What follows belongs to an exercise in optimizing a design on an open flow for small area; a production flow would make more cautious choices.
Only simulation tests tie the RTL to the original design; equivalence was not proved.
No activity file was given, so power comes from the tool's default toggle rates.

the previous run:
==> flow/design.v <==
module calc_core #(
  parameter  int WIDTH = 32,
  localparam int NIB   = WIDTH / 4,
  localparam int SHW   = $clog2(WIDTH)
) (
  input  logic               clk,
  input  logic               rst,
  input  logic [NIB-1:0]     inc_pulse,
  input  logic               dec,
  input  logic               sel,
  input  logic [3:0]         op,
  input  logic               start,
  output logic               busy,
  output logic               done,
  output logic [WIDTH-1:0]   opa,
  output logic [WIDTH-1:0]   opb,
  output logic [2*WIDTH-1:0] result,
  output logic [2*WIDTH-1:0] last_result,
  output logic               zf,
  output logic               sf,
  output logic               cf,
  output logic               of,
  output logic               err
);
  localparam int W2 = 2 * WIDTH;
  logic             busy_q, done_q, zv_q, wb_q, cq_q;
  logic [SHW+1:0]   cnt_q;
  logic [3:0]       opr_q;
  logic [WIDTH-1:0] x_q, y_q, opa_q, opb_q;
  logic [W2-1:0]    res_q, last_q;
  logic             sf_q, cf_q, of_q, err_q;
  logic o_add, o_sub, o_mul, o_div, o_and, o_or, o_nor, o_not, o_slt, o_sltu;
  logic o_shl, o_shr, o_sra, o_rol, o_pass, o_addsub, o_cmp, o_logic;
  always_comb begin
    o_add    = opr_q == 4'h0;
    o_sub    = opr_q == 4'h1;
    o_mul    = opr_q == 4'h2;
    o_div    = opr_q == 4'h3;
    o_and    = opr_q == 4'h4;
    o_or     = opr_q == 4'h5;
    o_nor    = opr_q == 4'h6;
    o_not    = opr_q == 4'h7;
    o_slt    = opr_q == 4'h8;
    o_sltu   = opr_q == 4'h9;
    o_shl    = opr_q == 4'hA;
    o_shr    = opr_q == 4'hB;
    o_sra    = opr_q == 4'hC;
    o_rol    = opr_q == 4'hD;
    o_pass   = opr_q == 4'hE;
    o_cmp    = o_slt | o_sltu;
    o_addsub = o_add | o_sub;
    o_logic  = o_and | o_or | o_nor | o_not | o_pass;
  end
  logic [SHW+1:0] cnt_inc;
  logic [1:0]     hi;
  logic [SHW-1:0] tgt;
  logic           last, lmid, fin, c_lo, c_mid;
  always_comb begin
    cnt_inc = cnt_q + 1'b1;
    hi      = (o_shr | o_sra | o_div | o_sub) ? 2'b11 : (o_logic ? 2'b10 : 2'b01);
    tgt     = (o_shl | o_rol) ? opb_q[SHW-1:0] : '0;
    last    = (cnt_inc == {hi, tgt});
    lmid    = (cnt_inc == {2'b01, {SHW{1'b0}}});
    fin     = busy_q && !wb_q && last;
    c_lo    = cnt_q[SHW+1:SHW] == 2'b00;             
    c_mid   = cnt_q[SHW+1:SHW] == 2'b01;             
  end
  logic             xa, yb, fbit, cout, q, lt, x0in, pre, c, cb;
  logic             sel_s, sel_t;
  logic [WIDTH-1:0] t, u, s, xi, x_step, y_step;
  always_comb begin
    xa = x_q[WIDTH-1];
    yb = y_q[WIDTH-1];
    if (o_mul || (o_logic && c_lo))
      fbit = 1'b0;
    else if (o_div || ((o_sub || o_cmp) && c_lo))
      fbit = ~xa;
    else if (o_rol && !c_lo)
      fbit = yb;
    else if (o_logic)
      fbit = o_and ? (xa & yb) : o_or ? (xa | yb) : o_nor ? ~(xa | yb)
           : o_not ? ~xa : xa;
    else
      fbit = xa;
    t = {y_q[WIDTH-2:0], fbit};
    cb = 1'b0;
    for (int k = 0; k < 4; k++) begin
      c = 1'b0;
      for (int j = 0; j < 8; j++) begin
        u[8*k+j] = t[8*k+j] ^ opb_q[8*k+j] ^ c;
        c = (t[8*k+j] & opb_q[8*k+j]) | (t[8*k+j] & c) | (opb_q[8*k+j] & c);
      end
      if (k == 0) begin
        s[7:0] = u[7:0];
        cb     = c;
      end else begin
        pre = 1'b1;
        for (int j = 0; j < 8; j++) begin
          s[8*k+j] = u[8*k+j] ^ (cb & pre);
          pre      = pre & u[8*k+j];
        end
        cb = c | (cb & pre);
      end
    end
    cout = cb;
    q    = ~(yb & cout);
    lt   = (o_slt && (opa_q[WIDTH-1] != opb_q[WIDTH-1])) ? opa_q[WIDTH-1] : cout;
    sel_s = (o_mul && xa) || (o_div && c_lo && q) ||
            ((o_add || o_sub || o_logic) && lmid);
    sel_t = !sel_s && !(o_cmp && lmid);
    y_step = sel_s ? s : (sel_t ? t : {{(WIDTH-1){1'b0}}, lt});
    xi  = x_q;
    pre = cq_q;
    for (int j = 0; j < WIDTH; j++) begin
      xi[j] = x_q[j] ^ pre;
      pre   = pre & x_q[j];
    end
    if (o_mul || ((o_shr || o_sra) && !cnt_q[SHW+1]) || (o_div && !c_lo))
      x0in = yb;
    else if (o_logic && c_lo)
      x0in = xa;
    else if (o_div)
      x0in = ~q;
    else
      x0in = o_sub && c_mid && ~yb;
    x_step = {xi[WIDTH-2:0], x0in};
  end
  logic             i_shift;
  always_comb begin
    i_shift = op[3] && (op[2:1] == 2'b01 || op[2:0] == 3'b100 || op[2:0] == 3'b101);
  end
  logic [WIDTH-1:0] opa_d, opb_d;
  logic             edit;
  function automatic logic [3:0] tog(input logic [3:0] n, input logic d, input logic en);
    logic [3:0] tt;
    tt[0] = en;
    tt[1] = tt[0] & (n[0] ^ d);
    tt[2] = tt[1] & (n[1] ^ d);
    tt[3] = tt[2] & (n[2] ^ d);
    tog = n ^ tt;
  endfunction
  always_comb begin
    edit  = !busy_q && !start;
    for (int i = 0; i < NIB; i++) begin
      opa_d[4*i +: 4] = tog(opa_q[4*i +: 4], dec, edit && inc_pulse[i] && !sel);
      opb_d[4*i +: 4] = tog(opb_q[4*i +: 4], dec, edit && inc_pulse[i] && sel);
    end
  end
  logic bz;
  assign bz = (opb_q == '0);
  logic wb_a, wb_b, wb_s, wb_cf, wb_of;
  always_comb begin
    wb_a  = opa_q[WIDTH-1];
    wb_b  = opb_q[WIDTH-1] ^ o_sub;
    wb_s  = y_q[WIDTH-1];
    wb_cf = (wb_a & wb_b) | ((wb_a | wb_b) & !wb_s);
    wb_of = (wb_a == wb_b) && (wb_s != wb_a);
  end
  always_ff @(posedge clk) begin
    if (busy_q) begin
      x_q   <= x_step;
      y_q   <= y_step;
      cnt_q <= cnt_inc;
      wb_q  <= fin;
      cq_q  <= o_mul && xa && cout;
    end else begin
      x_q   <= i_shift ? res_q[WIDTH-1:0] : opa_q;
      y_q   <= {WIDTH{(op == 4'hC && res_q[WIDTH-1]) || op == 4'h3}};
      cnt_q <= {2'b00, (op == 4'hB || op == 4'hC) ? opb_q[SHW-1:0] : {SHW{1'b0}}};
      wb_q  <= 1'b0;
      cq_q  <= 1'b0;
      opr_q <= op;
    end
  end
  always_ff @(posedge clk or posedge rst) begin
    if (rst) begin
      busy_q <= 1'b0;
      done_q <= 1'b0;
      opa_q  <= '0;
      opb_q  <= '0;
      res_q  <= '0;
      last_q <= '0;
      zv_q   <= 1'b0;
      sf_q   <= 1'b0;
      cf_q   <= 1'b0;
      of_q   <= 1'b0;
      err_q  <= 1'b0;
    end else begin
      opa_q  <= opa_d;
      opb_q  <= opb_d;
      done_q <= (busy_q && wb_q) || (!busy_q && start && op == 4'hF);
      if (busy_q) begin
        if (wb_q) busy_q <= 1'b0;
      end else if (start && op != 4'hF) begin
        busy_q <= 1'b1;
      end
      if (!busy_q && start && op == 4'hF) err_q <= 1'b1;
      if (busy_q && wb_q) begin
        res_q  <= {xi, y_q};
        last_q <= res_q;
        zv_q   <= 1'b1;
        sf_q   <= o_mul ? xi[WIDTH-1] : y_q[WIDTH-1];
        cf_q   <= o_addsub && wb_cf;
        of_q   <= o_addsub && wb_of;
        err_q  <= o_div && bz;
      end
    end
  end
  assign busy        = busy_q;
  assign done        = done_q;
  assign opa         = opa_q;
  assign opb         = opb_q;
  assign result      = res_q;
  assign last_result = last_q;
  assign zf          = zv_q && (res_q == '0);
  assign sf          = sf_q;
  assign cf          = cf_q;
  assign of          = of_q;
  assign err         = err_q;
endmodule
clock: 8.0 ns
lec_check: 0
cap_margin: 40
core_margin: 2
core_utilization: 40
slew_margin: 20
standard.sh (not shown) runs the stock make flow with config.mk's settings and CLKGATE_MAP_FILE= SYNTH_SCRIPT=/design/flow/synth_recipe.tcl, a recipe that flattens the netlist after the stock synthesis.
==> flow/flow/run.sh <==
#!/bin/bash
# The standard layout (standard.sh), with three changes:
#  - synthesis maps with an area-recovering ABC script (same Yosys flow,
#    same registers; only the ABC script differs), see abc.script
#  - port buffers use the smallest buffer cell
#  - CTS inserts no dummy loads and uses clkbuf_8 leaves
set -euo pipefail
here=$(pwd)
rm -rf "$here/scripts_abc"
cp -r "$FLOW_HOME/scripts" "$here/scripts_abc"
cp "$here/flow/abc.script" "$here/scripts_abc/abc_speed.script"
SCRIPTS_DIR="$here/scripts_abc" bash standard.sh synth > synth.log 2>&1
export BUFFER_PORTS_ARGS="-buffer_cell sky130_fd_sc_hd__buf_1"
export CTS_ARGS="-sink_clustering_enable -repair_clock_nets -dont_use_dummy_load -buf_list sky130_fd_sc_hd__clkbuf_8 -sink_clustering_size 16 -sink_clustering_max_diameter 60"
bash standard.sh finish > layout.log 2>&1
==> flow/flow/abc.script <==
strash
dch -f
amap -m -F 4 -A 8
topo
buffer -c
topo
stime -c
upsize -c
dnsize -c
Setup changes, the previous run to the current run
==> flow/flow/abc.script <==
strash
dch -f
amap -m -F 4 -A 8
topo
stime -c
dnsize -c
Findings:
Relative to the previous run, first-iteration DRC count has decreased by 128 in the current run. Critical path depth, the current run and the previous run: higher on the previous run. The current run: PASS, flow complete, no timing, DRC or antenna violations. After detailed routing, the previous run needs more wire than the current run. [the current run] number of clock buffers inserted by TritonCTS rose 3 relative to the previous run. Power delta (the current run -> the previous run): insignificant. Time the final worst path needs with I/O delays and setup | the current run above the previous run.

* * *

Starts from the design.v that is shown in full above.
export LEC_CHECK = 0
export CAP_MARGIN = 0
export CORE_MARGIN = 2
export CORE_UTILIZATION = 65
export SLEW_MARGIN = 0
create_clock -name core_clock -period 8.0 [get_ports {clk}]
==> flow/flow/run.sh <==
#!/bin/bash
# The standard layout (standard.sh), with three changes:
#  - synthesis maps with an area-recovering ABC script (same Yosys flow,
#    same registers; only the ABC script differs), see abc.script
#  - port buffers use the smallest buffer cell
#  - CTS inserts no dummy loads and uses clkbuf_8 leaves
set -euo pipefail
here=$(pwd)
rm -rf "$here/scripts_abc"
cp -r "$FLOW_HOME/scripts" "$here/scripts_abc"
cp "$here/flow/abc.script" "$here/scripts_abc/abc_speed.script"
SCRIPTS_DIR="$here/scripts_abc" bash standard.sh synth > synth.log 2>&1
export BUFFER_PORTS_ARGS="-buffer_cell sky130_fd_sc_hd__buf_1"
export CTS_ARGS="-sink_clustering_enable -repair_clock_nets -dont_use_dummy_load -buf_list sky130_fd_sc_hd__clkbuf_4 -sink_clustering_size 10 -sink_clustering_max_diameter 40"
bash standard.sh finish > layout.log 2>&1
==> flow/flow/abc.script <==
strash
dch -f
amap -m -F 4 -A 8
topo
buffer -c
topo
stime -c
dnsize -c
Rerun with:
--- a/flow/config.mk
+++ b/flow/config.mk
@@ -7,5 +7,5 @@
 export LEC_CHECK = 0
-export CAP_MARGIN = 0
+export CAP_MARGIN = 40
 export CORE_MARGIN = 2
-export CORE_UTILIZATION = 65
-export SLEW_MARGIN = 0
+export CORE_UTILIZATION = 40
+export SLEW_MARGIN = 20
The changed run passed the timing, design-rule and antenna checks.
Global-route usage drops by 10 points.
Core utilization fell by 27 points.
Die area grows by 61%.
Final area rises by 2.1%.
First-iteration DRC count came out lower by 5.0%.
Routed wire length came out higher by 10%.
Hold slack degrades by 0.012 ns.
Rerun with:
--- a/flow/flow/run.sh
+++ b/flow/flow/run.sh
@@ -13,3 +13,3 @@
 export BUFFER_PORTS_ARGS="-buffer_cell sky130_fd_sc_hd__buf_1"
-export CTS_ARGS="-sink_clustering_enable -repair_clock_nets -dont_use_dummy_load -buf_list sky130_fd_sc_hd__clkbuf_4 -sink_clustering_size 10 -sink_clustering_max_diameter 40"
+export CTS_ARGS='-sink_clustering_enable -repair_clock_nets -dont_use_dummy_load -buf_list {sky130_fd_sc_hd__clkbuf_2 sky130_fd_sc_hd__clkbuf_4 sky130_fd_sc_hd__clkbuf_8} -sink_clustering_size 20 -sink_clustering_max_diameter 60'
 bash standard.sh finish > layout.log 2>&1
==> flow/flow/abc.script (replaced) <==
strash
dch -f
amap -m -F 4 -A 8
topo
buffer -c
topo
stime -c
upsize -c
dnsize -c
What happened: The changed run completed with no timing, DRC or antenna violations; sequential cell count stays the same; hold slack is better by 0.0047 ns; cell count decreases by 1.0%.
Rerun with:
--- a/flow/flow/run.sh
+++ b/flow/flow/run.sh
@@ -13,3 +13,3 @@
 export BUFFER_PORTS_ARGS="-buffer_cell sky130_fd_sc_hd__buf_1"
-export CTS_ARGS='-sink_clustering_enable -repair_clock_nets -dont_use_dummy_load -buf_list {sky130_fd_sc_hd__clkbuf_2 sky130_fd_sc_hd__clkbuf_4 sky130_fd_sc_hd__clkbuf_8} -sink_clustering_size 20 -sink_clustering_max_diameter 60'
+export CTS_ARGS="-sink_clustering_enable -repair_clock_nets -dont_use_dummy_load -buf_list sky130_fd_sc_hd__clkbuf_4 -sink_clustering_size 10 -sink_clustering_max_diameter 40"
 bash standard.sh finish > layout.log 2>&1
==> flow/flow/abc.script (replaced) <==
strash
dch -f
amap -m -F 4 -A 8
topo
buffer -c
topo
stime -c
dnsize -c
--- a/flow/config.mk
+++ b/flow/config.mk
@@ -7,5 +7,5 @@
 export LEC_CHECK = 0
-export CAP_MARGIN = 40
+export CAP_MARGIN = 0
 export CORE_MARGIN = 2
-export CORE_UTILIZATION = 40
-export SLEW_MARGIN = 20
+export CORE_UTILIZATION = 55
+export SLEW_MARGIN = 0
After rerunning: Worst hold slack improved by 0.013 ns. Wire length shrinks by 6.0%. Global-route usage grows by 6.5 points.

* * *

// calc_core: RTL as listed in full above, without the edits since
==> flow/config.mk <==
export PLATFORM = sky130hd
export DESIGN_NAME = calc_core
export DESIGN_NICKNAME = calc_core
export VERILOG_FILES = /design/flow/design.v
export SDC_FILE = /design/flow/constraint.sdc
export NUM_CORES = 4
export LEC_CHECK = 0
export CAP_MARGIN = 40
export CORE_MARGIN = 2
export CORE_UTILIZATION = 40
export SLEW_MARGIN = 20
==> flow/constraint.sdc <==
create_clock -name core_clock -period 8.0 [get_ports {clk}]
set_input_delay 1.6000 -clock core_clock [delete_from_list [all_inputs] [get_ports {clk}]]
set_output_delay 1.6000 -clock core_clock [all_outputs]
set_load 0.01 [all_outputs]
==> flow/flow/run.sh <==
#!/bin/bash
# The standard layout (standard.sh), with three changes:
#  - synthesis maps with an area-recovering ABC script (same Yosys flow,
#    same registers; only the ABC script differs), see abc.script
#  - port buffers use the smallest buffer cell
#  - CTS inserts no dummy loads and uses clkbuf_8 leaves
set -euo pipefail
here=$(pwd)
rm -rf "$here/scripts_abc"
cp -r "$FLOW_HOME/scripts" "$here/scripts_abc"
cp "$here/flow/abc.script" "$here/scripts_abc/abc_speed.script"
SCRIPTS_DIR="$here/scripts_abc" bash standard.sh synth > synth.log 2>&1
export BUFFER_PORTS_ARGS="-buffer_cell sky130_fd_sc_hd__buf_1"
export CTS_ARGS="-sink_clustering_enable -repair_clock_nets -dont_use_dummy_load -buf_list sky130_fd_sc_hd__clkbuf_8 -sink_clustering_size 20 -sink_clustering_max_diameter 60"
bash standard.sh finish > layout.log 2>&1
==> flow/flow/abc.script <==
strash
dch -f
amap -m -F 4 -A 8
topo
buffer -c
topo
stime -c
upsize -c
dnsize -c
==> next run, changes <==
--- a/flow/flow/run.sh
+++ b/flow/flow/run.sh
@@ -12,4 +12,4 @@
 SCRIPTS_DIR="$here/scripts_abc" bash standard.sh synth > synth.log 2>&1
 export BUFFER_PORTS_ARGS="-buffer_cell sky130_fd_sc_hd__buf_1"
-export CTS_ARGS="-sink_clustering_enable -repair_clock_nets -dont_use_dummy_load -buf_list sky130_fd_sc_hd__clkbuf_8 -sink_clustering_size 20 -sink_clustering_max_diameter 60"
+export CTS_ARGS="-sink_clustering_enable -repair_clock_nets -dont_use_dummy_load -buf_list sky130_fd_sc_hd__clkbuf_4 -sink_clustering_size 10 -sink_clustering_max_diameter 40"
 bash standard.sh finish > layout.log 2>&1
==> flow/flow/abc.script (replaced) <==
strash
dch -f
amap -m -F 4 -A 8
topo
buffer -c
topo
stime -c
dnsize -c
- CAP_MARGIN: 40 -> 10
- CORE_UTILIZATION: 40 -> 55
- SLEW_MARGIN: 20 -> 10
Count of clock-buffer cells in the layout goes up by 16.
Via count is higher by about 0.8%.
Setup slack loses 0.019 ns.
Cell area drops by about 2.7%.
First-iteration DRC count decreases by about 2%.
Clock skew rose by 0.036 ns.
Sequential cell count stays the same.
==> next run, changes <==
--- a/flow/flow/run.sh
+++ b/flow/flow/run.sh
@@ -12,4 +12,4 @@
 SCRIPTS_DIR="$here/scripts_abc" bash standard.sh synth > synth.log 2>&1
 export BUFFER_PORTS_ARGS="-buffer_cell sky130_fd_sc_hd__buf_1"
-export CTS_ARGS="-sink_clustering_enable -repair_clock_nets -dont_use_dummy_load -buf_list sky130_fd_sc_hd__clkbuf_4 -sink_clustering_size 10 -sink_clustering_max_diameter 40"
+export CTS_ARGS="-sink_clustering_enable -repair_clock_nets -dont_use_dummy_load -buf_list sky130_fd_sc_hd__clkbuf_8 -sink_clustering_size 16 -sink_clustering_max_diameter 60"
 bash standard.sh finish > layout.log 2>&1
- CAP_MARGIN: 10 -> 40
- CORE_UTILIZATION: 55 -> 40
- SLEW_MARGIN: 10 -> 20
The changed run finished clean.
Sequential share of layout area is lower by 1.1 points.
Power is higher by 2.4%.
Clock skew is lower by 0.047 ns.
Final cell count is higher by 6.3%.
Final area is higher by 2.3%.
Clock-buffer cell count is lower by 13.
Routed wire length is higher by about 8%.
==> next run, changes <==
--- a/flow/flow/run.sh
+++ b/flow/flow/run.sh
@@ -12,4 +12,4 @@
 SCRIPTS_DIR="$here/scripts_abc" bash standard.sh synth > synth.log 2>&1
 export BUFFER_PORTS_ARGS="-buffer_cell sky130_fd_sc_hd__buf_1"
-export CTS_ARGS="-sink_clustering_enable -repair_clock_nets -dont_use_dummy_load -buf_list sky130_fd_sc_hd__clkbuf_8 -sink_clustering_size 16 -sink_clustering_max_diameter 60"
+export CTS_ARGS="-sink_clustering_enable -repair_clock_nets -dont_use_dummy_load -buf_list sky130_fd_sc_hd__clkbuf_8 -sink_clustering_size 20 -sink_clustering_max_diameter 45"
 bash standard.sh finish > layout.log 2>&1
==> flow/flow/abc.script (replaced) <==
strash
dch -f
amap -m -F 4 -A 8
topo
buffer -c
topo
stime -c
upsize -c
dnsize -c
Result: Synthesized area goes up by 0.54%; first-iteration DRC count came out higher by 5.4%; via count is higher by 0.77%; final area rose by 1.7%; critical path depth falls by 1; clock skew grows by 0.058 ns; flip-flop and latch count stays the same; routed wire length shrinks by 1.0%; count of clock-buffer cells in the layout climbs by 10; total power grows by 2.5%.

[static timing again, ports no longer ideal]
In the flow no input, the clock included, has a driving cell. The finished layouts below were timed again as built, in two steps.
Step 1 (the two cells are an assumption about what drives the block):
set clk [get_ports {clk}]
set_driving_cell -lib_cell sky130_fd_sc_hd__clkbuf_16 $clk
set_driving_cell -lib_cell sky130_fd_sc_hd__buf_2 [delete_from_list [all_inputs] $clk]
Step 2, shift: input delay + t, output delay - t, t = (earliest + latest rising clock arrival at the registers) / 2. This alone moves slack from input paths to output paths.
a / b / c = no drivers / after step 1 / after step 2; a / b = the first two.
| run | t (ns) | setup WS [ns] | cell pins on the clock port's net |
|---|---|---|---|
| the previous run | 0.589 | 0.815 / 0.815 / 0.815 | 1 |
| the current run | 0.610 | 0.683 / 0.683 / 0.683 | 1 |
| the first run of note 2 | 0.653 | 0.603 / 0.603 / 0.603 | 1 |
| the second run of note 2 | 0.677 | 0.659 / 0.659 / 0.659 | 1 |
| the third run of note 2 | 0.589 | 0.815 / 0.815 / 0.815 | 1 |
| the fourth run of note 2 | 0.663 | 0.797 / 0.797 / 0.797 | 1 |
| the first run of note 3 | 0.589 | 0.815 / 0.815 / 0.815 | 1 |
| the second run of note 3 | 0.663 | 0.797 / 0.797 / 0.797 | 1 |
| the third run of note 3 | 0.599 | 0.682 / 0.682 / 0.682 | 1 |
| the fourth run of note 3 | 0.582 | 0.803 / 0.803 / 0.803 | 1 |
After both steps setup and hold are still met in every run listed.
